This design comes from an exercise in tuning for small area, a short achievable clock period and few clock cycles per item on the open sky130 flow, not from production work. At most, simulation tests tie the RTL to the original design; equivalence was not proved. Function not checked in runs 1 to 3 and 5: the RTL went through the layout flow alone.

<file path="flow/flow/run.sh">
#!/bin/bash
# The standard layout (standard.sh), except that synthesis leaves adders and
# comparators to ABC instead of mapping them onto the library's full/half adder
# cells (ADDER_MAP_FILE empty skips ORFS's extract_fa/techmap adder step).
# Each step's full output goes to its own log in this folder.
set -euo pipefail
export ADDER_MAP_FILE=
# ports get a plain buf_2 instead of the delay buffer buffer_ports picks by default
export BUFFER_PORTS_ARGS="-buffer_cell sky130_fd_sc_hd__buf_2"
bash standard.sh synth > synth.log 2>&1
bash standard.sh floorplan > floorplan.log 2>&1
bash standard.sh place > place.log 2>&1
bash standard.sh cts > cts.log 2>&1
bash standard.sh route > route.log 2>&1
bash standard.sh finish > finish.log 2>&1
</file>
<file path="flow/standard.sh">
#!/bin/bash
# synth_recipe.tcl (not shown) runs the flow's synth.tcl, then flattens the netlist and writes it again
# the make line also repeats each setting of config.mk as NAME=value (left out here)
make -C /OpenROAD-flow-scripts/flow DESIGN_CONFIG=/design/flow/config.mk WORK_HOME=/design/flow/orfs CLKGATE_MAP_FILE= SYNTH_SCRIPT=/design/flow/synth_recipe.tcl "${@:-finish}"
</file>
<file path="flow/config.mk">
export PLATFORM = sky130hd
export DESIGN_NAME = rgb_hsv_color_gate
export DESIGN_NICKNAME = rgb_hsv_color_gate
export VERILOG_FILES = /design/flow/design.v
export SDC_FILE = /design/flow/constraint.sdc
export NUM_CORES = 4
export LEC_CHECK = 0
export ABC_AREA = 1
export CAP_MARGIN = 20
export CORE_MARGIN = 2
export CORE_UTILIZATION = 40
export CTS_BUF_LIST = sky130_fd_sc_hd__clkbuf_4 sky130_fd_sc_hd__clkbuf_8
export PLACE_DENSITY = 0.6
export SETUP_SLACK_MARGIN = 2.5
export SLEW_MARGIN = 20
export TNS_END_PERCENT = 5
</file>
<file path="flow/constraint.sdc">
create_clock -name core_clock -period 5.5 [get_ports {clk}]
set_input_delay 1.1000 -clock core_clock [delete_from_list [all_inputs] [get_ports {clk}]]
set_output_delay 1.1000 -clock core_clock [all_outputs]
set_load 0.01 [all_outputs]
</file>
<file path="flow/design.v">
`timescale 1ns / 1ps
`timescale 1ns / 1ps
`timescale 1ns / 1ps
module rhc_step (
	input  logic [7:0] r,
	input  logic       b,
	input  logic [7:0] v,
	output logic [7:0] ro,
	output logic       q
);
	localparam int W = 9;
	logic [W-1:0] a, nv, g, p;
	assign a  = {r, b};
	assign nv = ~{1'b0, v};
	assign g  = a & nv;
	assign p  = a ^ nv;
	logic [W-1:0] gl [0:4];
	logic [W-1:0] pl [0:4];
	always_comb begin
		gl[0] = g;
		pl[0] = p;
		gl[0][0] = g[0] | p[0];
		pl[0][0] = 1'b0;
		for (int l = 0; l < 4; l++) begin
			for (int i = 0; i < W; i++) begin
				if ((i >> l) % 2 == 1) begin
					gl[l+1][i] = gl[l][i] | (pl[l][i] & gl[l][((i >> l) << l) - 1]);
					pl[l+1][i] = pl[l][i] & pl[l][((i >> l) << l) - 1];
				end else begin
					gl[l+1][i] = gl[l][i];
					pl[l+1][i] = pl[l][i];
				end
			end
		end
	end
	logic [W:0] c;
	assign c = {gl[4], 1'b1};
	assign q  = c[W];
	assign ro = q ? (p[7:0] ^ c[7:0]) : a[7:0];
endmodule
module rhc_sub #(
	parameter int W = 8
) (
	input  logic [W-1:0] a,
	input  logic [W-1:0] b,
	output logic [W-1:0] diff,    
	output logic [W-1:0] diffm,   
	output logic         ge       
);
	localparam int L = $clog2(W);
	logic [W-1:0] g, p;
	assign g = a & ~b;
	assign p = a ^ ~b;
	logic [W-1:0] gl [0:L];
	logic [W-1:0] pl [0:L];
	always_comb begin
		gl[0] = g;
		pl[0] = p;
		for (int l = 0; l < L; l++) begin
			for (int i = 0; i < W; i++) begin
				if ((i >> l) % 2 == 1) begin
					gl[l+1][i] = gl[l][i] | (pl[l][i] & gl[l][((i >> l) << l) - 1]);
					pl[l+1][i] = pl[l][i] & pl[l][((i >> l) << l) - 1];
				end else begin
					gl[l+1][i] = gl[l][i];
					pl[l+1][i] = pl[l][i];
				end
			end
		end
	end
	logic [W:0] c0, c1;
	assign c0 = {gl[L], 1'b0};
	assign c1 = {gl[L] | pl[L], 1'b1};
	assign diff  = p ^ c1[W-1:0];
	assign diffm = p ^ c0[W-1:0];
	assign ge    = c1[W];
endmodule
`timescale 1ns / 1ps
`timescale 1ns / 1ps
module rgb_hsv_color_gate (
	input  logic        clk,
	input  logic        arst_n,
	input  logic        pix_valid,
	output logic        pix_ready,
	input  logic [7:0]  pix_red,
	input  logic [7:0]  pix_green,
	input  logic [7:0]  pix_blue,
	input  logic        pix_last_of_cloud,
	output logic        hsv_valid,
	input  logic        hsv_ready,
	output logic [11:0] hsv_hue,
	output logic [11:0] hsv_saturation,
	output logic [7:0]  hsv_brightness,
	output logic        hsv_keep,
	output logic        hsv_last_out,
	input  logic        cfg_en,
	input  logic [1:0]  cfg_index,
	input  logic [7:0]  cfg_data
);
	logic [7:0] lim_hmin, lim_hmax, lim_smin, lim_smax;
	always_ff @(posedge clk or negedge arst_n) begin
		if (!arst_n) begin
			lim_hmin <= 8'd90;
			lim_hmax <= 8'd180;
			lim_smin <= 8'd40;
			lim_smax <= 8'd90;
		end else if (cfg_en) begin
			case (cfg_index)
				2'd0: lim_hmin <= cfg_data;
				2'd1: lim_hmax <= cfg_data;
				2'd2: lim_smin <= cfg_data;
				default: lim_smax <= cfg_data;
			endcase
		end
	end
	logic adv;   
	logic [6:0] vld;   
	assign adv = hsv_ready || !vld[6];
	logic [7:0] in_r, in_g, in_b;
	logic       in_last, in_valid;
	assign pix_ready = adv;
	assign in_valid  = pix_valid;
	assign {in_last, in_r, in_g, in_b} = {pix_last_of_cloud, pix_red, pix_green, pix_blue};
	logic rg_s0_p1, rb_s0_p1, gb_s0_p1;   
	rhc_sub #(.W(8)) u_rg_s0_p1 (.a(in_r), .b(in_g), .diff(), .diffm(), .ge(rg_s0_p1));
	rhc_sub #(.W(8)) u_rb_s0_p1 (.a(in_r), .b(in_b), .diff(), .diffm(), .ge(rb_s0_p1));
	rhc_sub #(.W(8)) u_gb_s0_p1 (.a(in_g), .b(in_b), .diff(), .diffm(), .ge(gb_s0_p1));
	logic [7:0] v_s0_p1, md_s0_p1, mn_s0_p1, xa_s0_p1, xb_s0_p1, d_s0_p1, x_s0_p1, rs_s0_p1;
	logic [2:0] k_s0_p1;
	always_comb begin
		if (rg_s0_p1 && rb_s0_p1) begin
			v_s0_p1 = in_r;
			if (gb_s0_p1) begin k_s0_p1 = 3'd0; md_s0_p1 = in_g; mn_s0_p1 = in_b; end
			else begin k_s0_p1 = 3'd5; md_s0_p1 = in_b; mn_s0_p1 = in_g; end
		end else if (gb_s0_p1) begin
			v_s0_p1 = in_g;
			if (!rb_s0_p1) begin k_s0_p1 = 3'd2; md_s0_p1 = in_b; mn_s0_p1 = in_r; end
			else begin k_s0_p1 = 3'd1; md_s0_p1 = in_r; mn_s0_p1 = in_b; end
		end else begin
			v_s0_p1 = in_b;
			if (rg_s0_p1) begin k_s0_p1 = 3'd4; md_s0_p1 = in_r; mn_s0_p1 = in_g; end
			else begin k_s0_p1 = 3'd3; md_s0_p1 = in_g; mn_s0_p1 = in_r; end
		end
	end
	assign xa_s0_p1 = k_s0_p1[0] ? v_s0_p1 : md_s0_p1;
	assign xb_s0_p1 = k_s0_p1[0] ? md_s0_p1 : mn_s0_p1;
	rhc_sub #(.W(8)) u_x_s0_p1 (.a(xa_s0_p1), .b(xb_s0_p1), .diff(x_s0_p1), .diffm(), .ge());
	rhc_sub #(.W(8)) u_d_s0_p1 (.a(v_s0_p1), .b(mn_s0_p1), .diff(d_s0_p1), .diffm(rs_s0_p1), .ge());
	logic [2:0] k_s0_p1z;
	assign k_s0_p1z = ((in_r == in_g) && (in_g == in_b)) ? 3'd6 : k_s0_p1;
	logic [7:0] d_q1;
	logic [2:0] k_q1;
	logic [0:0] last_q1;
	logic [7:0] rs_q1;
	logic [7:0] v_q1;
	logic [7:0] x_q1;
	logic [7:0] rsn_s1_s1;
	logic qsr_s1_s1;
	rhc_step u_ss_s1_s1 (.r(rs_q1), .b((d_q1[7] ^ (|d_q1[6:0]))), .v(v_q1), .ro(rsn_s1_s1), .q(qsr_s1_s1));
	logic [7:0] rs_s1_s1;
	assign rs_s1_s1 = rsn_s1_s1;
	logic [0:0] qs_s1_s1;
	assign qs_s1_s1 = (qsr_s1_s1 && !(k_q1[2] & k_q1[1]));
	logic [7:0] rh_s1_s1;
	assign rh_s1_s1 = x_q1 - {4'd0, x_q1[7:4]} - {7'd0, (x_q1[3:0] != 4'd0)};
	logic [3:0] yb_s1_s1;
	assign yb_s1_s1 = 4'd0 - x_q1[3:0];
	logic [7:0] rsn_s1_s2;
	logic qsr_s1_s2;
	rhc_step u_ss_s1_s2 (.r(rs_s1_s1), .b((d_q1[6] ^ (|d_q1[5:0]))), .v(v_q1), .ro(rsn_s1_s2), .q(qsr_s1_s2));
	logic [7:0] rs_s1_s2;
	assign rs_s1_s2 = rsn_s1_s2;
	logic [1:0] qs_s1_s2;
	assign qs_s1_s2 = {qs_s1_s1, (qsr_s1_s2 && !(k_q1[2] & k_q1[1]))};
	logic [7:0] rhn_s1_s2;
	logic qhr_s1_s2;
	rhc_step u_hs_s1_s2 (.r(rh_s1_s1), .b(yb_s1_s1[3]), .v(d_q1), .ro(rhn_s1_s2), .q(qhr_s1_s2));
	logic [7:0] rh_s1_s2;
	assign rh_s1_s2 = rhn_s1_s2;
	logic [0:0] qh_s1_s2;
	assign qh_s1_s2 = (qhr_s1_s2 && !(k_q1[2] & k_q1[1]));
	logic [7:0] d_q2;
	logic [2:0] k_q2;
	logic [0:0] last_q2;
	logic [0:0] qh_q2;
	logic [1:0] qs_q2;
	logic [7:0] rh_q2;
	logic [7:0] rs_q2;
	logic [7:0] v_q2;
	logic [3:0] yb_q2;
	logic [7:0] rsn_s2_s3;
	logic qsr_s2_s3;
	rhc_step u_ss_s2_s3 (.r(rs_q2), .b((d_q2[5] ^ (|d_q2[4:0]))), .v(v_q2), .ro(rsn_s2_s3), .q(qsr_s2_s3));
	logic [7:0] rs_s2_s3;
	assign rs_s2_s3 = rsn_s2_s3;
	logic [2:0] qs_s2_s3;
	assign qs_s2_s3 = {qs_q2, (qsr_s2_s3 && !(k_q2[2] & k_q2[1]))};
	logic [7:0] rhn_s2_s3;
	logic qhr_s2_s3;
	rhc_step u_hs_s2_s3 (.r(rh_q2), .b(yb_q2[2]), .v(d_q2), .ro(rhn_s2_s3), .q(qhr_s2_s3));
	logic [7:0] rh_s2_s3;
	assign rh_s2_s3 = rhn_s2_s3;
	logic [1:0] qh_s2_s3;
	assign qh_s2_s3 = {qh_q2, (qhr_s2_s3 && !(k_q2[2] & k_q2[1]))};
	logic [7:0] rsn_s2_s4;
	logic qsr_s2_s4;
	rhc_step u_ss_s2_s4 (.r(rs_s2_s3), .b((d_q2[4] ^ (|d_q2[3:0]))), .v(v_q2), .ro(rsn_s2_s4), .q(qsr_s2_s4));
	logic [7:0] rs_s2_s4;
	assign rs_s2_s4 = rsn_s2_s4;
	logic [3:0] qs_s2_s4;
	assign qs_s2_s4 = {qs_s2_s3, (qsr_s2_s4 && !(k_q2[2] & k_q2[1]))};
	logic [7:0] rhn_s2_s4;
	logic qhr_s2_s4;
	rhc_step u_hs_s2_s4 (.r(rh_s2_s3), .b(yb_q2[1]), .v(d_q2), .ro(rhn_s2_s4), .q(qhr_s2_s4));
	logic [7:0] rh_s2_s4;
	assign rh_s2_s4 = rhn_s2_s4;
	logic [2:0] qh_s2_s4;
	assign qh_s2_s4 = {qh_s2_s3, (qhr_s2_s4 && !(k_q2[2] & k_q2[1]))};
	logic [7:0] d_q3;
	logic [2:0] k_q3;
	logic [0:0] last_q3;
	logic [2:0] qh_q3;
	logic [3:0] qs_q3;
	logic [7:0] rh_q3;
	logic [7:0] rs_q3;
	logic [7:0] v_q3;
	logic [3:0] yb_q3;
	logic [7:0] rsn_s3_s5;
	logic qsr_s3_s5;
	rhc_step u_ss_s3_s5 (.r(rs_q3), .b((d_q3[3] ^ (|d_q3[2:0]))), .v(v_q3), .ro(rsn_s3_s5), .q(qsr_s3_s5));
	logic [7:0] rs_s3_s5;
	assign rs_s3_s5 = rsn_s3_s5;
	logic [4:0] qs_s3_s5;
	assign qs_s3_s5 = {qs_q3, (qsr_s3_s5 && !(k_q3[2] & k_q3[1]))};
	logic [7:0] rhn_s3_s5;
	logic qhr_s3_s5;
	rhc_step u_hs_s3_s5 (.r(rh_q3), .b(yb_q3[0]), .v(d_q3), .ro(rhn_s3_s5), .q(qhr_s3_s5));
	logic [7:0] rh_s3_s5;
	assign rh_s3_s5 = rhn_s3_s5;
	logic [3:0] qh_s3_s5;
	assign qh_s3_s5 = {qh_q3, (qhr_s3_s5 && !(k_q3[2] & k_q3[1]))};
	logic [7:0] rsn_s3_s6;
	logic qsr_s3_s6;
	rhc_step u_ss_s3_s6 (.r(rs_s3_s5), .b((d_q3[2] ^ (|d_q3[1:0]))), .v(v_q3), .ro(rsn_s3_s6), .q(qsr_s3_s6));
	logic [7:0] rs_s3_s6;
	assign rs_s3_s6 = rsn_s3_s6;
	logic [5:0] qs_s3_s6;
	assign qs_s3_s6 = {qs_s3_s5, (qsr_s3_s6 && !(k_q3[2] & k_q3[1]))};
	logic [7:0] rhn_s3_s6;
	logic qhr_s3_s6;
	rhc_step u_hs_s3_s6 (.r(rh_s3_s5), .b(1'b0), .v(d_q3), .ro(rhn_s3_s6), .q(qhr_s3_s6));
	logic [7:0] rh_s3_s6;
	assign rh_s3_s6 = rhn_s3_s6;
	logic [4:0] qh_s3_s6;
	assign qh_s3_s6 = {qh_s3_s5, (qhr_s3_s6 && !(k_q3[2] & k_q3[1]))};
	logic [7:0] d_q4;
	logic [2:0] k_q4;
	logic [0:0] last_q4;
	logic [4:0] qh_q4;
	logic [5:0] qs_q4;
	logic [7:0] rh_q4;
	logic [7:0] rs_q4;
	logic [7:0] v_q4;
	logic [7:0] rsn_s4_s7;
	logic qsr_s4_s7;
	rhc_step u_ss_s4_s7 (.r(rs_q4), .b((d_q4[1] ^ (|d_q4[0:0]))), .v(v_q4), .ro(rsn_s4_s7), .q(qsr_s4_s7));
	logic [7:0] rs_s4_s7;
	assign rs_s4_s7 = rsn_s4_s7;
	logic [6:0] qs_s4_s7;
	assign qs_s4_s7 = {qs_q4, (qsr_s4_s7 && !(k_q4[2] & k_q4[1]))};
	logic [7:0] rhn_s4_s7;
	logic qhr_s4_s7;
	rhc_step u_hs_s4_s7 (.r(rh_q4), .b(1'b0), .v(d_q4), .ro(rhn_s4_s7), .q(qhr_s4_s7));
	logic [7:0] rh_s4_s7;
	assign rh_s4_s7 = rhn_s4_s7;
	logic [5:0] qh_s4_s7;
	assign qh_s4_s7 = {qh_q4, (qhr_s4_s7 && !(k_q4[2] & k_q4[1]))};
	logic [7:0] rsn_s4_s8;
	logic qsr_s4_s8;
	rhc_step u_ss_s4_s8 (.r(rs_s4_s7), .b(d_q4[0]), .v(v_q4), .ro(rsn_s4_s8), .q(qsr_s4_s8));
	logic [7:0] rs_s4_s8;
	assign rs_s4_s8 = rsn_s4_s8;
	logic [7:0] qs_s4_s8;
	assign qs_s4_s8 = {qs_s4_s7, (qsr_s4_s8 && !(k_q4[2] & k_q4[1]))};
	logic [7:0] rhn_s4_s8;
	logic qhr_s4_s8;
	rhc_step u_hs_s4_s8 (.r(rh_s4_s7), .b(1'b0), .v(d_q4), .ro(rhn_s4_s8), .q(qhr_s4_s8));
	logic [7:0] rh_s4_s8;
	assign rh_s4_s8 = rhn_s4_s8;
	logic [6:0] qh_s4_s8;
	assign qh_s4_s8 = {qh_s4_s7, (qhr_s4_s8 && !(k_q4[2] & k_q4[1]))};
	logic [7:0] d_q5;
	logic [2:0] k_q5;
	logic [0:0] last_q5;
	logic [6:0] qh_q5;
	logic [7:0] qs_q5;
	logic [7:0] rh_q5;
	logic [7:0] rs_q5;
	logic [7:0] v_q5;
	logic [7:0] rsn_s5_s9;
	logic qsr_s5_s9;
	rhc_step u_ss_s5_s9 (.r(rs_q5), .b(1'b0), .v(v_q5), .ro(rsn_s5_s9), .q(qsr_s5_s9));
	logic [7:0] rs_s5_s9;
	assign rs_s5_s9 = rsn_s5_s9;
	logic [8:0] qs_s5_s9;
	assign qs_s5_s9 = {qs_q5, (qsr_s5_s9 && !(k_q5[2] & k_q5[1]))};
	logic sge_c_s5_s9, smx_c_s5_s9;
	rhc_sub #(.W(8)) u_sge_s5_s9 (.a(qs_s5_s9[8:1]), .b(lim_smin), .diff(), .diffm(), .ge(sge_c_s5_s9));
	rhc_sub #(.W(8)) u_smx_s5_s9 (.a(qs_s5_s9[8:1]), .b(lim_smax), .diff(), .diffm(), .ge(smx_c_s5_s9));
	logic [0:0] sge_s5_s9;
	assign sge_s5_s9 = sge_c_s5_s9;
	logic [0:0] slt_s5_s9;
	assign slt_s5_s9 = !smx_c_s5_s9;
	logic [0:0] seq_s5_s9;
	assign seq_s5_s9 = (qs_s5_s9[8:1] == lim_smax);
	logic [7:0] rhn_s5_s9;
	logic qhr_s5_s9;
	rhc_step u_hs_s5_s9 (.r(rh_q5), .b(1'b0), .v(d_q5), .ro(rhn_s5_s9), .q(qhr_s5_s9));
	logic [7:0] rh_s5_s9;
	assign rh_s5_s9 = rhn_s5_s9;
	logic [7:0] qh_s5_s9;
	assign qh_s5_s9 = {qh_q5, (qhr_s5_s9 && !(k_q5[2] & k_q5[1]))};
	logic [7:0] rsn_s5_s10;
	logic qsr_s5_s10;
	rhc_step u_ss_s5_s10 (.r(rs_s5_s9), .b(1'b0), .v(v_q5), .ro(rsn_s5_s10), .q(qsr_s5_s10));
	logic [7:0] rs_s5_s10;
	assign rs_s5_s10 = rsn_s5_s10;
	logic [9:0] qs_s5_s10;
	assign qs_s5_s10 = {qs_s5_s9, (qsr_s5_s10 && !(k_q5[2] & k_q5[1]))};
	logic [7:0] rhn_s5_s10;
	logic qhr_s5_s10;
	rhc_step u_hs_s5_s10 (.r(rh_s5_s9), .b(1'b0), .v(d_q5), .ro(rhn_s5_s10), .q(qhr_s5_s10));
	logic [8:0] qh_s5_s10;
	assign qh_s5_s10 = {qh_s5_s9, (qhr_s5_s10 && !(k_q5[2] & k_q5[1]))};
	logic [2:0] k_q6;
	logic [0:0] last_q6;
	logic [8:0] qh_q6;
	logic [9:0] qs_q6;
	logic [7:0] rs_q6;
	logic [0:0] seq_q6;
	logic [0:0] sge_q6;
	logic [0:0] slt_q6;
	logic [7:0] v_q6;
	logic [7:0] rsn_s6_s11;
	logic qsr_s6_s11;
	rhc_step u_ss_s6_s11 (.r(rs_q6), .b(1'b0), .v(v_q6), .ro(rsn_s6_s11), .q(qsr_s6_s11));
	logic [7:0] rs_s6_s11;
	assign rs_s6_s11 = rsn_s6_s11;
	logic [10:0] qs_s6_s11;
	assign qs_s6_s11 = {qs_q6, (qsr_s6_s11 && !(k_q6[2] & k_q6[1]))};
	logic [6:0] ko_s6_s11;
	always_comb begin
		case (k_q6)
			3'd0: ko_s6_s11 = 7'd0;
			3'd1: ko_s6_s11 = 7'd15;
			3'd2: ko_s6_s11 = 7'd30;
			3'd3: ko_s6_s11 = 7'd45;
			3'd4: ko_s6_s11 = 7'd60;
			3'd5: ko_s6_s11 = 7'd75;
			default: ko_s6_s11 = 7'd0;
		endcase
	end
	logic [11:0] hue_s6_s11;
	assign hue_s6_s11 = {7'(qh_q6[8:5] + ko_s6_s11), qh_q6[4:0]};
	logic hge_c_s6_s11, hmx_c_s6_s11;
	rhc_sub #(.W(8)) u_hge_s6_s11 (.a(hue_s6_s11[11:4]), .b(lim_hmin), .diff(), .diffm(), .ge(hge_c_s6_s11));
	rhc_sub #(.W(8)) u_hmx_s6_s11 (.a(hue_s6_s11[11:4]), .b(lim_hmax), .diff(), .diffm(), .ge(hmx_c_s6_s11));
	logic [0:0] hok_s6_s11;
	assign hok_s6_s11 = hge_c_s6_s11 && (!hmx_c_s6_s11 || (hue_s6_s11[11:4] == lim_hmax && hue_s6_s11[3:0] == 4'd0));
	logic [7:0] rsn_s6_s12;
	logic qsr_s6_s12;
	rhc_step u_ss_s6_s12 (.r(rs_s6_s11), .b(1'b0), .v(v_q6), .ro(rsn_s6_s12), .q(qsr_s6_s12));
	logic [11:0] qs_s6_s12;
	assign qs_s6_s12 = {qs_s6_s11, (qsr_s6_s12 && !(k_q6[2] & k_q6[1]))};
	logic [0:0] keep_s6_s12;
	assign keep_s6_s12 = hok_s6_s11 && sge_q6 && (slt_q6 || (seq_q6 && qs_s6_s12[3:0] == 4'd0));
	logic [11:0] hue_out;
	logic [11:0] qs_out;
	logic [7:0] v_out;
	logic [0:0] keep_out;
	logic [0:0] last_out;
	always_ff @(posedge clk or negedge arst_n) begin
		if (!arst_n) vld <= '0;
		else if (adv) vld <= {vld[5:0], in_valid};
	end
	always_ff @(posedge clk) begin
		if (adv) begin
			d_q1 <= d_s0_p1;
			k_q1 <= k_s0_p1z;
			last_q1 <= in_last;
			rs_q1 <= rs_s0_p1;
			v_q1 <= v_s0_p1;
			x_q1 <= x_s0_p1;
			d_q2 <= d_q1;
			k_q2 <= k_q1;
			last_q2 <= last_q1;
			qh_q2 <= qh_s1_s2;
			qs_q2 <= qs_s1_s2;
			rh_q2 <= rh_s1_s2;
			rs_q2 <= rs_s1_s2;
			v_q2 <= v_q1;
			yb_q2 <= yb_s1_s1;
			d_q3 <= d_q2;
			k_q3 <= k_q2;
			last_q3 <= last_q2;
			qh_q3 <= qh_s2_s4;
			qs_q3 <= qs_s2_s4;
			rh_q3 <= rh_s2_s4;
			rs_q3 <= rs_s2_s4;
			v_q3 <= v_q2;
			yb_q3 <= yb_q2;
			d_q4 <= d_q3;
			k_q4 <= k_q3;
			last_q4 <= last_q3;
			qh_q4 <= qh_s3_s6;
			qs_q4 <= qs_s3_s6;
			rh_q4 <= rh_s3_s6;
			rs_q4 <= rs_s3_s6;
			v_q4 <= v_q3;
			d_q5 <= d_q4;
			k_q5 <= k_q4;
			last_q5 <= last_q4;
			qh_q5 <= qh_s4_s8;
			qs_q5 <= qs_s4_s8;
			rh_q5 <= rh_s4_s8;
			rs_q5 <= rs_s4_s8;
			v_q5 <= v_q4;
			k_q6 <= k_q5;
			last_q6 <= last_q5;
			qh_q6 <= qh_s5_s10;
			qs_q6 <= qs_s5_s10;
			rs_q6 <= rs_s5_s10;
			seq_q6 <= seq_s5_s9;
			sge_q6 <= sge_s5_s9;
			slt_q6 <= slt_s5_s9;
			v_q6 <= v_q5;
			hue_out <= hue_s6_s11;
			qs_out <= qs_s6_s12;
			v_out <= v_q6;
			keep_out <= keep_s6_s12;
			last_out <= last_q6;
		end
	end
	assign hsv_valid      = vld[6];
	assign hsv_hue        = hue_out;
	assign hsv_saturation = qs_out;
	assign hsv_brightness = v_out;
	assign hsv_keep       = keep_out;
	assign hsv_last_out   = last_out;
endmodule
</file>
==> results of run 1 <==
-- metrics by stage --
stage / instance area [um2] / hold slack (ps) / instances
floorplan: 22970 / 400.3 / 3075
global placement: 24020 / 401.0 / 3872
detailed placement: 24020 / 404.5 / 3872
CTS: 26120 / 380.5 / 4049
global route: 27210 / 404.0 / 4117
finish: 27210 / 380.7 / 4117
-- layout make-up --
type	count	area (um2)
tap	756	945.9
timing repair buffer	199	1419
timing repair inverter	2	13.76
antenna	1	2.502
inverter	457	1805
sequential	335	9882
clock buffer	72	915.9
multi-input combinational	2266	11990
clock inverter	29	239.0
fill	5611	29170
-- Yosys cell counts (12+ instances only) --
| cell | count |
|---|---|
| nand2_1 | 1093 |
| xor2_1 | 61 |
| inv_2 | 31 |
| nor3_1 | 12 |
| edfxtp_1 | 296 |
| o21ai_1 | 31 |
| buf_2 | 12 |
| nand2_2 | 51 |
| xnor2_1 | 47 |
| dfstp_2 | 14 |
| nand3b_1 | 13 |
| a21oi_1 | 55 |
| o21ai_2 | 24 |
| nor2_2 | 19 |
| inv_1 | 423 |
| dfrtp_1 | 25 |
| o211ai_1 | 15 |
| nand3_1 | 242 |
| o21ai_0 | 119 |
| nand3_2 | 27 |
| nand4_1 | 67 |
| or2_2 | 19 |
| nand2_4 | 15 |
| nor2_1 | 262 |
-- logic make-up (layout without fill, tap and decap cells) --
logic type      Yosys count  count (layout)
simple gates           1850            1868
buf+inv                 492             759
flops                   335             335
compound gates          287             287
xor+xnor                109             109
fa+ha+maj                 1               1
mux                       1               1
other cells               0               1
-- path summary, 6_finish.rpt --
path,from,to,slack [ps],cells after the start
max,pix_blue[6],d_q1[7],2440,23
min,qs_q4[0],qs_q5[2],380,0
max reg2reg,d_q2[1],rs_q3[7],2450,22
min reg2reg,qs_q4[0],qs_q5[2],380,0
max in group asynchronous,arst_n,lim_smax[7],4340,1
min in group asynchronous,arst_n,vld[0],580,1
-- flip-flops by register name (all words and copies together), names as in the netlist, 9 cells and up --
register / cells
hue_out: 12
qh_q6: 9
qs_out: 12
qs_q6: 10
-- metal layers --
layer | up-vias | routed length, um | GRT usage [%] | share of wire [%]
met4 | 0 | 1407 | 5.738 | 2.8
li1 | 10482 | - | - | -
met5 | - | 0 | 0 | 0
met2 | 314 | 26160 | 31.33 | 51
met3 | 102 | 1794 | 2.211 | 3.5
met1 | 8741 | 21690 | 20.15 | 42
-- layout by cell type (no fill, tap or decap), types with 5 or more instances in the layout --
cell type      n
dfstp_2       14
a21oi_2        6
buf_4        113
o21ai_1       37
buf_2         74
nor3_1         9
clkinv_2       9
o21ai_2       27
nand2_4       39
nand2_8       10
o211ai_1      15
clkinv_1      15
clkinvlp_4     6
or2_2         19
nand2_2       88
inv_2         39
inv_8          5
xor2_1        61
o21ai_0      107
nand3b_1      13
nor2_1       230
buf_12         7
inv_4          7
clkbuf_4      12
o22ai_1        6
nand3_2       39
xnor2_1       47
inv_1        398
nand4_1       67
nand3_1      224
nand3_4       23
nor2_4        19
clkbuf_8      60
a21oi_1       53
dfrtp_1       25
nand2_1     1032
nor2_2        37
edfxtp_1     296
-- worst max-delay path, cell delays in order --
cell,delay (ps)
buf_2,140
inv_8,60
nand2_1,60
nand2_2,80
nor3_1,50
nand2_1,160
nor2_4,60
nor2_4,260
nand2_8,130
inv_8,120
nand2_1,90
nand2_1,110
nand2_1,90
nand3_1,130
nand2_1,60
inv_1,90
nor2_2,70
a21oi_2,180
nor2_1,60
nor2_1,120
nand3_1,90
nand2_1,60
inv_1,50
-- timing repair --
action                     in CTS  in global routing
pin swaps                      39                 66
resized for setup              71                160
hold endpoints to repair        0                  0
gates cloned                   14                  7
setup buffers                  62                 60
setup endpoints to repair      92                103
==> reports/metrics.csv, run 1 <==
stage,metric,value,unit
global_routing,first-pass GRT wire length,84.10,mm
clocking,CTS clock-pin slew for the worst setup and hold paths,60,ps
critical_path,worst path arrival time,3440,ps
global_routing,largest net degree at the start of global routing,180,
route,Detail Route Antenna Nets,0,
timing,fin. max-slew vios,0,
global_routing,All-Layer GR Usage,16.95,%
die,Horiz. Die Dim,242.9,um
final_layout,Layout area overhead,19.25,%
logic_synthesis,largest family of logic cells by synthesized area,simple AND/OR/NAND/NOR gates,
timing,Setup WS post-layout,2442,ps
timing,Final min period,3058,ps
logic_synthesis,"Distinct cells, synth",60,
timing,Slew @ Worst Pin,962.2,ps
timing,Final setup viols,0,
final_layout,Nets,3356,
timing,RSZ-0062 raised after global routing,true,
global_routing,antenna violations before repair,1,
logic_synthesis,Synth Register Bits,335,
route,DRC errors left,0,
critical_path,CP Capture Type,register,
route,WL/cell,12.40,um
critical_path,critical path type,primary input to register,
clocking,hold-fix buffer count after cts,0,
timing,period utilization,55.59,%
die,DIE AREA,58980,um2
timing,skew final,41.95,ps
logic_synthesis,Synth area leader,edfxtp_1,
logic_synthesis,Async SR Flop Fraction,11.64,%
route,WL final,51.06,mm
route,vias post-DR,19639,
die,die height,242.9,um
die,initial core utilization,40.47,%
final_layout,final core utilization,48.26,%
die,Cell Rows,87,
logic_synthesis,post-synthesis sequential area ratio,43.30,%
critical_path,crit start category,primary input,
logic_synthesis,Mapped Avg Cell Area,7.421,um2
route,1st-iter DRT viols,947,
logic_synthesis,post-synthesis mux area share,0.04934,%
route,Via density,4.770,
clocking,largest buffer count on any clock path,3,
logic_synthesis,top_reg_cell synth,edfxtp_1,
place,PortBufs,75,
outcome,status,timing/DRC/antenna clean,
logic_synthesis,Synth Area in Adders,0.04386,%
final_layout,layout cell share with drive strength beyond 1,20.63,%
clocking,TritonCTS buffer count,55,
logic_synthesis,"EDFF count, synth",296,
clocking,clock tree from TritonCTS,yes,
logic_synthesis,synthesized cell area,22820,um2
route,DRT Pass-1 Iters,5,
clocking,clock root buffer,clkbuf_8,
min_path,Hold Path Class,register to register,
critical_path,Worst EP required,5880,ps
die,Core ar.,56390,um2
global_routing,total gr overflow,0,
timing,Peak Freq,327.1,MHz
logic_synthesis,Post-Synth Simple-Gate Area,36.21,%
logic_synthesis,compound-gate portion of the synthesized area,7.489,%
place,dpl hpwl,35.51,mm
timing,endpoints failing hold,0,
logic_synthesis,share of the synthesized area in the top cell type,38.95,%
run,Max-Cap Viols,0,
clocking,clk sinks,335,
clocking,Clock Latency Late Sink,650,ps
clocking,H-tree depth,2,
place,pre-CTS setup slack,1177,ps
logic_synthesis,Post-Syn Instances,3075,
logic_synthesis,syn_nets,3115,
logic_synthesis,synth warn,7,
global_routing,number of global-route vias before repair,18060,
timing,Worst slew margin,35.85,%
die,num ports,76,
critical_path,crit-path max FO,15,
logic_synthesis,XOR/XNOR share of the synthesized area,4.216,%
logic_synthesis,Synth area leaders,"edfxtp_1 (39%), nand2_1 (18%), inv_1 (7.0%), nand3_1 (5.3%), nor2_1 (4.3%)",
timing,Fin Setup TNS,0,ps
place,Final GP Congestion,0.8420,
==> inputs of run 2 (changes only) <==
--- a/flow/config.mk
+++ b/flow/config.mk
@@ -11,6 +11,6 @@
 export CORE_UTILIZATION = 40
 export CTS_BUF_LIST = sky130_fd_sc_hd__clkbuf_4 sky130_fd_sc_hd__clkbuf_8
 export PLACE_DENSITY = 0.6
-export SETUP_SLACK_MARGIN = 2.5
+export SETUP_SLACK_MARGIN = 2.3
 export SLEW_MARGIN = 20
 export TNS_END_PERCENT = 5
==> run 2 against run 1 <==
- hold slack gained 27 ps
- synthesized area stayed put
- synthesized cell count is the same
- non-clock buffer count down 78
- design area down 4.6%
- count of clock-buffer cells in the layout increased by 2
- sequential share of layout area rose by 1.7 points
- still clean on timing, DRC and antenna
==> reports/metrics.csv, run 2 <==
stage,metric,value,unit,change
timing,Final min period,3171,ps,was 3058 ps
logic_synthesis,Post-Syn Instances,3075,,unchanged
logic_synthesis,syn_nets,3115,,unchanged
place,PortBufs,75,,unchanged
logic_synthesis,Mapped Avg Cell Area,7.421,um2,unchanged
final_layout,Register Area,9882,um2,unchanged
final_layout,Nets,3270,,was 3356
critical_path,"Slowest-stage cell, CP",o21ai_2,,was nor2_4
critical_path,CP Capture Type,register,,unchanged
die,num ports,76,,unchanged
global_routing,first-pass GRT wire length,79.41,mm,was 84.10 mm
die,Core ar.,56390,um2,unchanged
critical_path,worst path arrival time,3550,ps,was 3440 ps
timing,Slew @ Worst Pin,970.3,ps,was 962.2 ps
timing,fin. max-slew vios,0,,unchanged
final_layout,biggest regs,"hue_out (12), qs_out (12), qs_q6 (10)",,unchanged
critical_path,Slowest Stage Delay on Critical Path,220,ps,was 260 ps
logic_synthesis,Synth area leader,edfxtp_1,,unchanged
final_layout,"commonest non-fill, non-tap cells in the layout","nand2_1 (1078), inv_1 (413), edfxtp_1 (296)",,"was nand2_1 (1032), inv_1 (398), edfxtp_1 (296)"
die,die height,242.9,um,unchanged
route,vias post-DR,19017,,was 19639
critical_path,most frequent CP cell,nand2_1,,unchanged
clocking,clock root buffer,clkbuf_8,,unchanged
logic_synthesis,synth warn,7,,unchanged
logic_synthesis,Synth Register Bits,335,,unchanged
route,DRC errors left,0,,unchanged
route,1st-iter DRT viols,899,,was 947
global_routing,total gr overflow,0,,unchanged
clocking,CTS clock-pin slew for the worst setup and hold paths,60,ps,about the same
route,Detail Route Antenna Nets,0,,unchanged
timing,RSZ-0062 raised after global routing,true,,unchanged
outcome,status,timing/DRC/antenna clean,,unchanged
route,WL/cell,11.88,um,was 12.40 um
timing,Fin Setup TNS,0,ps,unchanged
logic_synthesis,post-synthesis sequential area ratio,43.30,%,unchanged
clocking,H-tree depth,2,,unchanged
timing,Final setup viols,0,,unchanged
clocking,largest buffer count on any clock path,3,,unchanged
die,initial core utilization,40.47,%,unchanged
logic_synthesis,Post-synth top cells,"nand2_1 (1093), inv_1 (423), edfxtp_1 (296)",,unchanged
critical_path,crit start category,primary input,,unchanged
logic_synthesis,top_reg_cell synth,edfxtp_1,,unchanged
timing,endpoints failing hold,0,,unchanged
die,Cell Rows,87,,unchanged
logic_synthesis,"EDFF count, synth",296,,unchanged
global_routing,number of global-route vias before repair,17338,,was 18060
place,dpl hpwl,35.32,mm,was 35.51 mm
timing,Setup WS post-layout,2329,ps,was 2442 ps
place,Placed Instance Area,23950,um2,was 24020 um2
route,Via density,4.717,,was 4.770
timing,skew final,27.75,ps,was 41.95 ps
final_layout,"most common cell after layout, fill and taps aside",nand2_1,,unchanged
global_routing,All-Layer GR Usage,15.88,%,was 16.95%
logic_synthesis,"Distinct cells, synth",60,,unchanged
final_layout,final core utilization,46.07,%,was 48.26%
final_layout,post-route cell area,25970,um2,was 27210 um2
route,DRT Pass-1 Iters,5,,unchanged
critical_path,CP cell instances,"buf_2, clkinvlp_4, nand2_1, nand4_1, nor2_2, nand3_4, buf_4, nand2_4, nand2_1, o21ai_0, nand2_1, nand2_1, nand2_1, o21ai_2, nand3_2, o211ai_4, nand2_2, nand4_1, nand2_1",,"was buf_2, inv_8, nand2_1, nand2_2, nor3_1, nand2_1, nor2_4, nor2_4, nand2_8, inv_8, nand2_1, nand2_1, nand2_1, nand3_1, nand2_1, inv_1, nor2_2, a21oi_2, nor2_1, nor2_1, nand3_1, nand2_1, inv_1"
clocking,TritonCTS buffer count,57,,was 55
run,Max-Cap Viols,0,,unchanged
logic_synthesis,synthesized cell area,22820,um2,unchanged
final_layout,Fillers,5765,,was 5611
final_layout,Layout area overhead,13.82,%,was 19.25%
critical_path,crit-path max FO,6,,was 15
clocking,clock tree from TritonCTS,yes,,unchanged
clocking,hold-fix buffer count after cts,0,,unchanged
final_layout,layout cell share with drive strength beyond 1,15.60,%,was 20.63%
logic_synthesis,Async SR Flop Fraction,11.64,%,unchanged
logic_synthesis,top-count cell post-synth,nand2_1,,unchanged
die,Horiz. Die Dim,242.9,um,unchanged
min_path,Hold Path Class,register to register,,unchanged
clocking,clk sinks,335,,unchanged
logic_synthesis,share of the synthesized area in the top cell type,38.95,%,unchanged
global_routing,antenna violations before repair,1,,unchanged
global_routing,largest net degree at the start of global routing,162,,was 180
final_layout,Multi-input gate area,11480,um2,was 11990 um2
die,DIE AREA,58980,um2,unchanged
timing,Worst slew margin,35.31,%,was 35.85%
timing,period utilization,57.66,%,was 55.59%
clocking,Clock Latency Late Sink,640,ps,was 650 ps
logic_synthesis,Synth area leaders,"edfxtp_1 (39%), nand2_1 (18%), inv_1 (7.0%), nand3_1 (5.3%), nor2_1 (4.3%)",,unchanged
critical_path,critical path type,primary input to register,,unchanged
place,pre-CTS setup slack,1199,ps,was 1177 ps
critical_path,Worst EP required,5880,ps,about the same
timing,Peak Freq,315.3,MHz,was 327.1 MHz
place,Final GP Congestion,0.8316,,was 0.8420
route,WL final,47.90,mm,was 51.06 mm
## run 2: stage by stage
step                      hold WS, ps  std cells
after floorplan                 400.3       3075
after global placement          401.2       3873
after detailed placement        404.5       3873
after CTS                       401.2       3984
after global routing            411.7       4031
final                           407.8       4032
## run 2: critical path, delay by kind of cell
family	cells	cell delay, ps
compound gates	3	450
buf+inv	3	460
simple gates	13	1530
## run 2: cells by family after synthesis
group | Yosys count | share of synthesized area [%]
buffers and inverters | 492 | 8.690
AOI/OAI and AO/OA | 287 | 7.489
muxes | 1 | 0.04934
and+or+nand+nor | 1850 | 36.21
DFF | 335 | 43.30
adders and majority gates | 1 | 0.04386
xor gates and xnor gates | 109 | 4.216
## run 2: worst paths after layout
check,endpoint,cells after the start,slack (ps),startpoint
setup / recovery,d_q1[5],19,2330,pix_red[6]
min in group asynchronous,vld[2],1,590,arst_n
hold reg to reg,last_q2,0,410,last_q1
hold / removal,last_q2,0,410,last_q1
setup reg to reg,rs_q5[0],21,2400,d_q4[0]
max in group asynchronous,lim_smax[2],1,4350,arst_n
## run 2: layout make-up
cell class | instances | area share (%)
multi-input cells | 2258 | 44.21
diodes | 1 | 0.009634
clock buffers | 74 | 3.632
flip-flops and latches | 335 | 38.04
well taps | 756 | 3.642
clock inverters | 30 | 0.9586
inverters | 457 | 6.686
repair buffers | 121 | 2.823
## run 2: repair_timing
action,in CTS,in global routing
gates cloned,2,8
gates resized for setup,19,68
endpoints found under the setup margin,54,99
pin swaps,4,24
hold endpoints to repair,0,0
buffers inserted,5,39
## run 2: per-layer routing
layer / track usage, % / wire length [um] / up-vias
met5: 0 / 13 / -
met4: 4.728 / 954 / 2
met3: 2.455 / 1805 / 73
met2: 28.79 / 24020 / 282
met1: 19.35 / 21110 / 8401
li1: - / - / 10259
==> inputs of run 3 (changes only) <==
--- a/flow/config.mk
+++ b/flow/config.mk
@@ -13,4 +13,3 @@
 export PLACE_DENSITY = 0.6
 export SETUP_SLACK_MARGIN = 2.3
 export SLEW_MARGIN = 20
-export TNS_END_PERCENT = 5
==> run 3 against run 2 <==
- still clean on timing, DRC and antenna
- cell count is 1.3% higher
- worst setup slack better by 120 ps
==> reports/metrics.csv, run 3 <==
stage,metric,value,unit,change
outcome,status,timing/DRC/antenna clean,,unchanged
route,vias post-DR,19280,,was 19017
route,DRT Pass-1 Iters,8,,was 5
route,DRC errors left,0,,unchanged
timing,period utilization,55.41,%,was 57.66%
global_routing,total gr overflow,0,,unchanged
logic_synthesis,syn_nets,3115,,unchanged
timing,Peak Freq,328.1,MHz,was 315.3 MHz
timing,Final min period,3048,ps,was 3171 ps
critical_path,most frequent CP cell,buf_4,,was nand2_1
global_routing,All-Layer GR Usage,16.11,%,was 15.88%
logic_synthesis,top_reg_cell synth,edfxtp_1,,unchanged
final_layout,Fillers,5681,,was 5765
die,DIE AREA,58980,um2,unchanged
logic_synthesis,"Distinct cells, synth",60,,unchanged
logic_synthesis,synth warn,7,,unchanged
route,WL/cell,12.06,um,was 11.88 um
clocking,hold-fix buffer count after cts,0,,unchanged
final_layout,biggest regs,"hue_out (12), qs_out (12), qs_q6 (10)",,unchanged
timing,Fin Setup TNS,0,ps,unchanged
timing,Slew @ Worst Pin,1046,ps,was 970.3 ps
die,initial core utilization,40.47,%,unchanged
logic_synthesis,share of the synthesized area in the top cell type,38.95,%,unchanged
global_routing,first-pass GRT wire length,80.37,mm,was 79.41 mm
critical_path,Slowest Stage Delay on Critical Path,460,ps,was 220 ps
final_layout,"commonest non-fill, non-tap cells in the layout","nand2_1 (1049), inv_1 (400), edfxtp_1 (296)",,"was nand2_1 (1078), inv_1 (413), edfxtp_1 (296)"
critical_path,"Slowest-stage cell, CP",edfxtp_1,,was o21ai_2
die,Core ar.,56390,um2,unchanged
clocking,H-tree depth,2,,unchanged
logic_synthesis,Mapped Avg Cell Area,7.421,um2,unchanged
logic_synthesis,Synth area leaders,"edfxtp_1 (39%), nand2_1 (18%), inv_1 (7.0%), nand3_1 (5.3%), nor2_1 (4.3%)",,unchanged
die,die height,242.9,um,unchanged
place,Placed Instance Area,23960,um2,was 23950 um2
route,Via density,4.721,,was 4.717
logic_synthesis,"EDFF count, synth",296,,unchanged
timing,Final setup viols,0,,unchanged
clocking,clock tree from TritonCTS,yes,,unchanged
final_layout,layout cell share with drive strength beyond 1,18.97,%,was 15.60%
critical_path,buffer and inverter count on the worst path,3,,unchanged
min_path,Hold Path Class,register to register,,unchanged
place,Final GP Congestion,0.8383,,was 0.8316
clocking,CTS clock-pin slew for the worst setup and hold paths,70,ps,was 60 ps
critical_path,"Largest delay share family, worst path",simple AND/OR/NAND/NOR gates,,unchanged
critical_path,CP cell instances,"nor2_1, nor2_1, a21oi_2, nor3_2, nor3_4, buf_4, nand3_4, buf_4, nand2_4, nand3_2, nand2_1, nand2_2, nor2_2, a21oi_4, buf_4, nand4_1, nand2_1",,"was buf_2, clkinvlp_4, nand2_1, nand4_1, nor2_2, nand3_4, buf_4, nand2_4, nand2_1, o21ai_0, nand2_1, nand2_1, nand2_1, o21ai_2, nand3_2, o211ai_4, nand2_2, nand4_1, nand2_1"
final_layout,"most common cell after layout, fill and taps aside",nand2_1,,unchanged
critical_path,critical path type,register to register,,was primary input to register
place,pre-CTS setup slack,1241,ps,was 1199 ps
logic_synthesis,Synth Register Bits,335,,unchanged
logic_synthesis,Async SR Flop Fraction,11.64,%,unchanged
logic_synthesis,Post-Syn Instances,3075,,unchanged
logic_synthesis,top-count cell post-synth,nand2_1,,unchanged
place,dpl hpwl,35.56,mm,was 35.32 mm
timing,Worst slew margin,30.26,%,was 35.31%
final_layout,Nets,3322,,was 3270
run,Max-Cap Viols,0,,unchanged
critical_path,Worst EP required,5900,ps,was 5880 ps
clocking,Clock Latency Late Sink,650,ps,was 640 ps
die,num ports,76,,unchanged
global_routing,number of global-route vias before repair,17350,,was 17338
clocking,clock root buffer,clkbuf_8,,unchanged
clocking,clk sinks,335,,unchanged
global_routing,antenna violations before repair,1,,unchanged
timing,skew final,34.99,ps,was 27.75 ps
critical_path,CP Capture Type,register,,unchanged
route,WL final,49.25,mm,was 47.90 mm
logic_synthesis,Post-synth top cells,"nand2_1 (1093), inv_1 (423), edfxtp_1 (296)",,unchanged
logic_synthesis,Synth area leader,edfxtp_1,,unchanged
timing,RSZ-0062 raised after global routing,true,,unchanged
route,1st-iter DRT viols,908,,was 899
critical_path,crit-path max FO,5,,was 6
logic_synthesis,post-synthesis sequential area ratio,43.30,%,unchanged
place,PortBufs,75,,unchanged
timing,fin. max-slew vios,0,,unchanged
route,Detail Route Antenna Nets,0,,unchanged
final_layout,Layout area overhead,16.88,%,was 13.82%
final_layout,post-route cell area,26670,um2,was 25970 um2
critical_path,worst path arrival time,3450,ps,was 3550 ps
die,Cell Rows,87,,unchanged
logic_synthesis,synthesized cell area,22820,um2,unchanged
timing,Setup WS post-layout,2452,ps,was 2329 ps
clocking,largest buffer count on any clock path,3,,unchanged
global_routing,largest net degree at the start of global routing,196,,was 162
clocking,TritonCTS buffer count,56,,was 57
die,Horiz. Die Dim,242.9,um,unchanged
timing,endpoints failing hold,0,,unchanged
critical_path,crit start category,register,,was primary input
run 3: metrics by stage:
stage | instances | hold slack [ps] | utilization, %
2_1_floorplan | 3075 | 400.3 | -
3_3_place_gp | 3873 | 401.5 | 42.49
3_5_place_dp | 3873 | 404.5 | 42.49
4_1_cts | 3998 | 387.6 | 45.00
5_1_grt | 4084 | 401.7 | 47.30
6_report | 4084 | 395.9 | 47.30
run 3: layout make-up:
type	count	area, um2	area share (%)
well taps	756	945.9	3.546
repair buffers	173	1156	4.334
clock buffers	71	889.6	3.335
flip-flops and latches	335	9882	37.05
diodes	1	2.502	0.009382
inverters	457	1759	6.595
multi-input cells	2259	11780	44.16
clock inverters	32	257.7	0.9663
run 3: final timing paths:
path,from,to,slack [ps],cells past startpoint
max,v_q4[5],rs_q5[3],2450,17
min,qs_q4[2],qs_q5[4],400,0
max reg2reg,v_q4[5],rs_q5[3],2450,17
min reg2reg,qs_q4[2],qs_q5[4],400,0
max in group asynchronous,arst_n,lim_smax[5],4330,1
min in group asynchronous,arst_n,lim_smin[2],590,1
run 3: per-layer routing:
| metal | global-route usage, % | up-vias | wire length, um |
|---|---|---|---|
| met5 | 0 | - | 0 |
| met4 | 5.666 | 0 | 1424 |
| met3 | 2.245 | 98 | 1695 |
| met2 | 28.88 | 277 | 24400 |
| met1 | 19.71 | 8511 | 21730 |
| li1 | - | 10394 | - |
run 3: repair_timing:
item | CTS | global route
pin swaps | 4 | 60
buffers inserted | 20 | 76
endpoints found under the hold margin | 0 | 0
cloned | 2 | 9
setup endpoints to repair | 52 | 94
resized for setup | 20 | 170
run 3: kinds of logic after synthesis:
group	synth area share (%)
multiplexers	0.04934
AND/OR/NAND/NOR	36.21
XOR/XNOR	4.216
adder cells (fa/ha/maj)	0.04386
AO/OA/AOI/OAI	7.489
flip-flops	43.30
buffers and inverters	8.690
run 3: worst reg2reg max path, cell delays in order (launching register included):
cell,delay (ps)
edfxtp_1,460
nor2_1,200
nor2_1,100
a21oi_2,190
nor3_2,70
nor3_4,310
buf_4,220
nand3_4,120
buf_4,190
nand2_4,60
nand3_2,100
nand2_1,90
nand2_2,70
nor2_2,180
a21oi_4,120
buf_4,150
nand4_1,100
nand2_1,60
==> inputs of run 4 (changes only) <==
--- a/flow/design.v
+++ b/flow/design.v
@@ -47,7 +47,7 @@
 	output logic [W-1:0] diffm,   
 	output logic         ge       
 );
-	localparam int L = $clog2(W);
+	localparam int L = (W > 8) ? 4 : (W > 4) ? 3 : (W > 2) ? 2 : 1;   
 	logic [W-1:0] g, p;
 	assign g = a & ~b;
 	assign p = a ^ ~b;
==> run 4 against run 3 <==
- critical path depth is the same
- utilization unchanged
- cell count unchanged
- die area unchanged
- first-iteration DRC count stayed put
- design area did not move
- synthesized cell count did not move
- sequential cell count unchanged
- still clean on timing, DRC and antenna
- register-to-register slack barely moved
- non-clock buffer count unchanged
==> reports/metrics.csv, run 4 <==
stage,metric,value,unit,change
logic_synthesis,top_reg_cell synth,edfxtp_1,,unchanged
timing,period utilization,55.41,%,unchanged
final_layout,"commonest non-fill, non-tap cells in the layout","nand2_1 (1049), inv_1 (400), edfxtp_1 (296)",,unchanged
critical_path,Slowest Stage Delay on Critical Path,460,ps,about the same
die,Core ar.,56390,um2,unchanged
place,PortBufs,75,,unchanged
die,Cell Rows,87,,unchanged
die,DIE AREA,58980,um2,unchanged
clocking,Clock Latency Late Sink,650,ps,about the same
logic_synthesis,"EDFF count, synth",296,,unchanged
final_layout,Layout area overhead,16.88,%,unchanged
timing,skew final,34.99,ps,unchanged
timing,Slew @ Worst Pin,1046,ps,unchanged
critical_path,crit start category,register,,unchanged
clocking,TritonCTS buffer count,56,,unchanged
final_layout,Nets,3322,,unchanged
timing,Fin Setup TNS,0,ps,unchanged
logic_synthesis,Post-synth top cells,"nand2_1 (1093), inv_1 (423), edfxtp_1 (296)",,unchanged
logic_synthesis,"Distinct cells, synth",60,,unchanged
timing,endpoints failing hold,0,,unchanged
route,WL/cell,12.06,um,unchanged
final_layout,biggest regs,"hue_out (12), qs_out (12), qs_q6 (10)",,unchanged
outcome,status,timing/DRC/antenna clean,,unchanged
die,initial core utilization,40.47,%,unchanged
clocking,hold-fix buffer count after cts,0,,unchanged
critical_path,CP Capture Type,register,,unchanged
route,vias post-DR,19280,,unchanged
timing,Worst slew margin,30.26,%,unchanged
die,die height,242.9,um,unchanged
logic_synthesis,post-synthesis sequential area ratio,43.30,%,unchanged
timing,Peak Freq,328.1,MHz,unchanged
timing,Final min period,3048,ps,unchanged
clocking,H-tree depth,2,,unchanged
final_layout,layout cell share with drive strength beyond 1,18.97,%,unchanged
clocking,CTS clock-pin slew for the worst setup and hold paths,70,ps,about the same
logic_synthesis,Async SR Flop Fraction,11.64,%,unchanged
logic_synthesis,Mapped Avg Cell Area,7.421,um2,unchanged
critical_path,"Slowest-stage cell, CP",edfxtp_1,,unchanged
timing,hold_ws,395.9,ps,unchanged
clocking,clock root buffer,clkbuf_8,,unchanged
route,WL final,49.25,mm,unchanged
clocking,clock tree from TritonCTS,yes,,unchanged
timing,fin. max-slew vios,0,,unchanged
global_routing,largest net degree at the start of global routing,196,,unchanged
timing,Final setup viols,0,,unchanged
logic_synthesis,syn_nets,3115,,unchanged
global_routing,total gr overflow,0,,unchanged
die,num ports,76,,unchanged
die,Horiz. Die Dim,242.9,um,unchanged
route,1st-iter DRT viols,908,,unchanged
logic_synthesis,Synth Register Bits,335,,unchanged
critical_path,crit-path max FO,5,,unchanged
run,Max-Cap Viols,0,,unchanged
critical_path,Worst EP required,5900,ps,about the same
logic_synthesis,Synth area leaders,"edfxtp_1 (39%), nand2_1 (18%), inv_1 (7.0%), nand3_1 (5.3%), nor2_1 (4.3%)",,unchanged
place,dpl hpwl,35.56,mm,unchanged
route,DRT Pass-1 Iters,8,,unchanged
critical_path,CP cell instances,"nor2_1, nor2_1, a21oi_2, nor3_2, nor3_4, buf_4, nand3_4, buf_4, nand2_4, nand3_2, nand2_1, nand2_2, nor2_2, a21oi_4, buf_4, nand4_1, nand2_1",,unchanged
logic_synthesis,top-count cell post-synth,nand2_1,,unchanged
logic_synthesis,Post-Syn Instances,3075,,unchanged
clocking,largest buffer count on any clock path,3,,unchanged
route,Via density,4.721,,unchanged
critical_path,most frequent CP cell,buf_4,,unchanged
critical_path,reg2reg setup slack,2450,ps,about the same
logic_synthesis,synth warn,7,,unchanged
logic_synthesis,share of the synthesized area in the top cell type,38.95,%,unchanged
global_routing,All-Layer GR Usage,16.11,%,unchanged
route,Detail Route Antenna Nets,0,,unchanged
critical_path,"Largest delay share family, worst path",simple AND/OR/NAND/NOR gates,,unchanged
global_routing,number of global-route vias before repair,17350,,unchanged
clocking,clk sinks,335,,unchanged
final_layout,"most common cell after layout, fill and taps aside",nand2_1,,unchanged
critical_path,buffer and inverter count on the worst path,3,,unchanged
global_routing,antenna violations before repair,1,,unchanged
logic_synthesis,Synth area leader,edfxtp_1,,unchanged
place,Final GP Congestion,0.8383,,unchanged
logic_synthesis,synthesized cell area,22820,um2,unchanged
min_path,Hold Path Class,register to register,,unchanged
critical_path,critical path type,register to register,,unchanged
timing,RSZ-0062 raised after global routing,true,,unchanged
route,DRC errors left,0,,unchanged
critical_path,worst path arrival time,3450,ps,about the same
global_routing,first-pass GRT wire length,80.37,mm,unchanged
[run 4: worst paths after layout]
kind	cells past startpoint	to	startpoint
setup / recovery	17	rs_q5[3]	v_q4[5]
hold / removal	0	qs_q5[4]	qs_q4[2]
setup reg to reg	17	rs_q5[3]	v_q4[5]
hold reg to reg	0	qs_q5[4]	qs_q4[2]
max in group asynchronous	1	lim_smax[5]	arst_n
min in group asynchronous	1	lim_smin[2]	arst_n
[run 4: repair_timing]
item,in CTS,in global routing
buffers inserted,20,76
endpoints found under the setup margin,52,94
pin swaps,4,60
gates resized for setup,20,170
gates cloned,2,9
[run 4: metrics by stage]
stage / utilization (%) / area (um2) / instances / worst slack [ps]
floorplan: - / 22890 / 3075 / 2290
global placement: 42.49 / 23960 / 3873 / 1302
detailed placement: 42.49 / 23960 / 3873 / 1241
CTS: 45.00 / 25370 / 3998 / 2300
global route: 47.30 / 26670 / 4084 / 2217
finish: 47.30 / 26670 / 4084 / 2452
[run 4: routing by layer]
metal | GRT usage [%] | wire [um] | vias to the layer above
li1 | - | - | 10394
met1 | 19.71 | 21730 | 8511
met2 | 28.88 | 24400 | 277
met3 | 2.245 | 1695 | 98
met4 | 5.666 | 1424 | 0
met5 | 0 | 0 | -
[run 4: final cells by class]
type	count	area [um2]
sequential	335	9882
clock buffer	71	889.6
tap	756	945.9
antenna	1	2.502
timing repair buffer	173	1156
clock inverter	32	257.7
inverter	457	1759
fill	5681	29710
multi-input combinational	2259	11780
[run 4: cell families after synthesis]
group | count (synthesis) | share of synthesized area [%]
XOR/XNOR | 109 | 4.216
AND/OR/NAND/NOR | 1850 | 36.21
flip-flops | 335 | 43.30
AO/OA/AOI/OAI | 287 | 7.489
adder cells (fa/ha/maj) | 1 | 0.04386
buffers and inverters | 492 | 8.690
multiplexers | 1 | 0.04934
Testbench counts of run 4, summed over its fixed seeds: cycles 12,056, items 12,000.
==> inputs of run 5 (changes only) <==
--- a/flow/design.v
+++ b/flow/design.v
@@ -8,34 +8,26 @@
 	output logic [7:0] ro,
 	output logic       q
 );
-	localparam int W = 9;
-	logic [W-1:0] a, nv, g, p;
+	logic [8:0] a, nv, g, p;
 	assign a  = {r, b};
 	assign nv = ~{1'b0, v};
 	assign g  = a & nv;
 	assign p  = a ^ nv;
-	logic [W-1:0] gl [0:4];
-	logic [W-1:0] pl [0:4];
-	always_comb begin
-		gl[0] = g;
-		pl[0] = p;
-		gl[0][0] = g[0] | p[0];
-		pl[0][0] = 1'b0;
-		for (int l = 0; l < 4; l++) begin
-			for (int i = 0; i < W; i++) begin
-				if ((i >> l) % 2 == 1) begin
-					gl[l+1][i] = gl[l][i] | (pl[l][i] & gl[l][((i >> l) << l) - 1]);
-					pl[l+1][i] = pl[l][i] & pl[l][((i >> l) << l) - 1];
-				end else begin
-					gl[l+1][i] = gl[l][i];
-					pl[l+1][i] = pl[l][i];
-				end
-			end
-		end
+	logic [2:0] gg, gp;
+	for (genvar k = 0; k < 3; k++) begin : grp
+		assign gg[k] = g[3*k+2] | (p[3*k+2] & g[3*k+1]) | (p[3*k+2] & p[3*k+1] & g[3*k]);
+		assign gp[k] = p[3*k+2] & p[3*k+1] & p[3*k];
 	end
-	logic [W:0] c;
-	assign c = {gl[4], 1'b1};
-	assign q  = c[W];
+	logic [9:0] c;
+	assign c[0] = 1'b1;
+	assign c[3] = gg[0] | gp[0];
+	assign c[6] = gg[1] | (gp[1] & c[3]);
+	assign c[9] = gg[2] | (gp[2] & c[6]);
+	for (genvar k = 0; k < 3; k++) begin : inner
+		assign c[3*k+1] = g[3*k] | (p[3*k] & c[3*k]);
+		assign c[3*k+2] = g[3*k+1] | (p[3*k+1] & g[3*k]) | (p[3*k+1] & p[3*k] & c[3*k]);
+	end
+	assign q  = c[9];
 	assign ro = q ? (p[7:0] ^ c[7:0]) : a[7:0];
 endmodule
 module rhc_sub #(
==> run 5 against run 4 <==
- via count increased by 1.7%
- register-to-register slack about the same
- worst setup slack got worse by 54 ps
- utilization rose by 0.63 points
- sequential cell count unchanged
- largest cell class unchanged
==> reports/metrics.csv, run 5 <==
stage,metric,value,unit,change
logic_synthesis,"EDFF count, synth",296,,unchanged
clocking,clock root buffer,clkbuf_8,,unchanged
logic_synthesis,syn_nets,3059,,was 3115
run,Max-Cap Viols,0,,unchanged
logic_synthesis,Synth area leader,edfxtp_1,,unchanged
die,Core ar.,55310,um2,was 56390 um2
clocking,TritonCTS buffer count,58,,was 56
critical_path,most frequent CP cell,nand2_1,,was buf_4
route,Via density,4.855,,was 4.721
timing,period utilization,56.39,%,was 55.41%
timing,endpoints failing hold,0,,unchanged
route,WL/cell,12.91,um,was 12.06 um
logic_synthesis,Post-Syn Instances,3019,,was 3075
timing,Final min period,3102,ps,was 3048 ps
final_layout,"most common cell after layout, fill and taps aside",nand2_1,,unchanged
place,Inst Count DP,3809,,was 3873
route,DRT Pass-1 Iters,7,,was 8
critical_path,critical path type,primary input to register,,was register to register
route,Detail Route Antenna Nets,0,,unchanged
clocking,clock tree from TritonCTS,yes,,unchanged
clocking,Clock Latency Late Sink,670,ps,was 650 ps
logic_synthesis,"Distinct cells, synth",63,,was 60
logic_synthesis,synth warn,4,,was 7
logic_synthesis,Synth Register Bits,335,,unchanged
logic_synthesis,top_reg_cell synth,edfxtp_1,,unchanged
global_routing,first-pass GRT wire length,83.10,mm,was 80.37 mm
global_routing,largest net degree at the start of global routing,178,,was 196
logic_synthesis,top-count cell post-synth,nand2_1,,unchanged
die,num ports,76,,unchanged
critical_path,crit-path max FO,15,,was 5
place,pre-CTS setup slack,1161,ps,was 1241 ps
critical_path,crit start category,primary input,,was register
place,dpl hpwl,37.94,mm,was 35.56 mm
final_layout,Final Non-Filler Cells,4040,,was 4084
critical_path,Worst EP required,5870,ps,was 5900 ps
die,die height,241.1,um,was 242.9 um
final_layout,"commonest non-fill, non-tap cells in the layout","nand2_1 (1057), inv_1 (366), edfxtp_1 (296)",,"was nand2_1 (1049), inv_1 (400), edfxtp_1 (296)"
logic_synthesis,post-synthesis sequential area ratio,43.93,%,was 43.30%
critical_path,CP cell instances,"buf_2, inv_2, nand2_1, nand3_1, nor2_1, nand3_4, nand2_8, buf_12, nand2_8, clkinv_8, nand2_1, o21ai_2, inv_2, nand2_1, nand2_2, nor3_4, nand2_1, nand2_2, a21oi_4, xor2_1",,"was nor2_1, nor2_1, a21oi_2, nor3_2, nor3_4, buf_4, nand3_4, buf_4, nand2_4, nand3_2, nand2_1, nand2_2, nor2_2, a21oi_4, buf_4, nand4_1, nand2_1"
outcome,status,timing/DRC/antenna clean,,unchanged
timing,Worst slew margin,32.23,%,was 30.26%
timing,RSZ-0062 raised after global routing,true,,unchanged
route,DRC errors left,0,,unchanged
logic_synthesis,share of the synthesized area in the top cell type,39.51,%,was 38.95%
==> run 5: cell families after synthesis <==
group / Yosys count / synth area share, %
xor gates and xnor gates: 110 / 4.283
and+or+nand+nor: 1790 / 34.63
adders and majority gates: 3 / 0.1335
muxes: 1 / 0.05005
buffers and inverters: 455 / 8.232
DFF: 335 / 43.93
AOI/OAI and AO/OA: 325 / 8.744
==> run 5: final timing paths <==
check,slack (ps),start,endpoint,cells past startpoint
setup / recovery,2400,pix_red[5],rs_q1[6],20
hold / removal,400,qs_q4[1],qs_q5[3],0
setup reg to reg,2440,d_q2[1],rh_q3[0],20
hold reg to reg,400,qs_q4[1],qs_q5[3],0
max in group asynchronous,4380,arst_n,lim_smin[6],1
min in group asynchronous,540,arst_n,lim_hmin[7],1
==> run 5: critical path, delay by kind of cell <==
| family | cells | cell delay [ps] |
|---|---|---|
| xor gates and xnor gates | 1 | 160 |
| buffers and inverters | 5 | 500 |
| and+or+nand+nor | 12 | 1530 |
| AOI/OAI and AO/OA | 2 | 180 |
==> run 5: cell type report <==
type	instances	share of cell area [%]
antenna	1	0.009439
clock buffer	76	3.592
clock inverter	34	1.119
inverter	420	6.112
multi-input combinational	2244	43.54
sequential	335	37.28
tap	748	3.530
timing repair buffer	182	4.824
==> run 5: what timing repair did <==
| action | 4_1_cts | 5_1_grt |
|---|---|---|
| pin swaps | 3 | 44 |
| setup endpoints to repair | 29 | 94 |
| buffers inserted | 14 | 91 |
| cloned | 2 | 13 |
| gates resized for setup | 15 | 160 |
==> run 5: layer usage <==
metal,global-route usage [%],wire length (um),up-vias
li1,-,-,10270
met1,19.53,21470,8820
met2,32.09,26540,380
met3,2.516,1847,146
met4,7.875,2290,0
met5,0,0,-
==> run 5: metrics by stage <==
stage	cell area [um2]	util [%]	hold slack [ps]
3_5_place_dp	23580	42.64	404.5
5_1_grt	26510	47.93	421.7
2_1_floorplan	22530	-	400.3
4_1_cts	25030	45.26	397.7
6_report	26510	47.93	397.7
3_3_place_gp	23580	42.64	401.7

-- port drivers added, routing unchanged --
In the flow no input, the clock included, has a driving cell. The finished layouts below were timed again as built, in two steps. Step 1 sets driving cells, clkbuf_16 on the clock port and buf_2 on the other inputs (assumed; they add their load-dependent delay and slew). Step 2 also shifts input and output timing later by t, the mid clock arrival at the registers, as if the neighbouring blocks saw the same clock. a / b / c = ideal / step 1 / step 2; a / b = the first two.
run	shift t [ns]	setup WS [ns]	slew at the worst register clock pin (ns)
run 1	0.676	2.442 / 2.453 / 1.799	0.07 / 0.07
run 2	0.681	2.329 / 2.362 / 1.681	0.07 / 0.07
run 3	0.686	2.452 / 2.452 / 1.806	0.07 / 0.07
run 4	0.686	2.452 / 2.452 / 1.806	0.07 / 0.07
run 5	0.701	2.398 / 2.412 / 1.733	0.07 / 0.07
After both steps setup and hold are still met in every run listed. The setup slack of run 5, which loses most, moves by +0.014 ns with the drivers and by -0.665 ns with both steps.
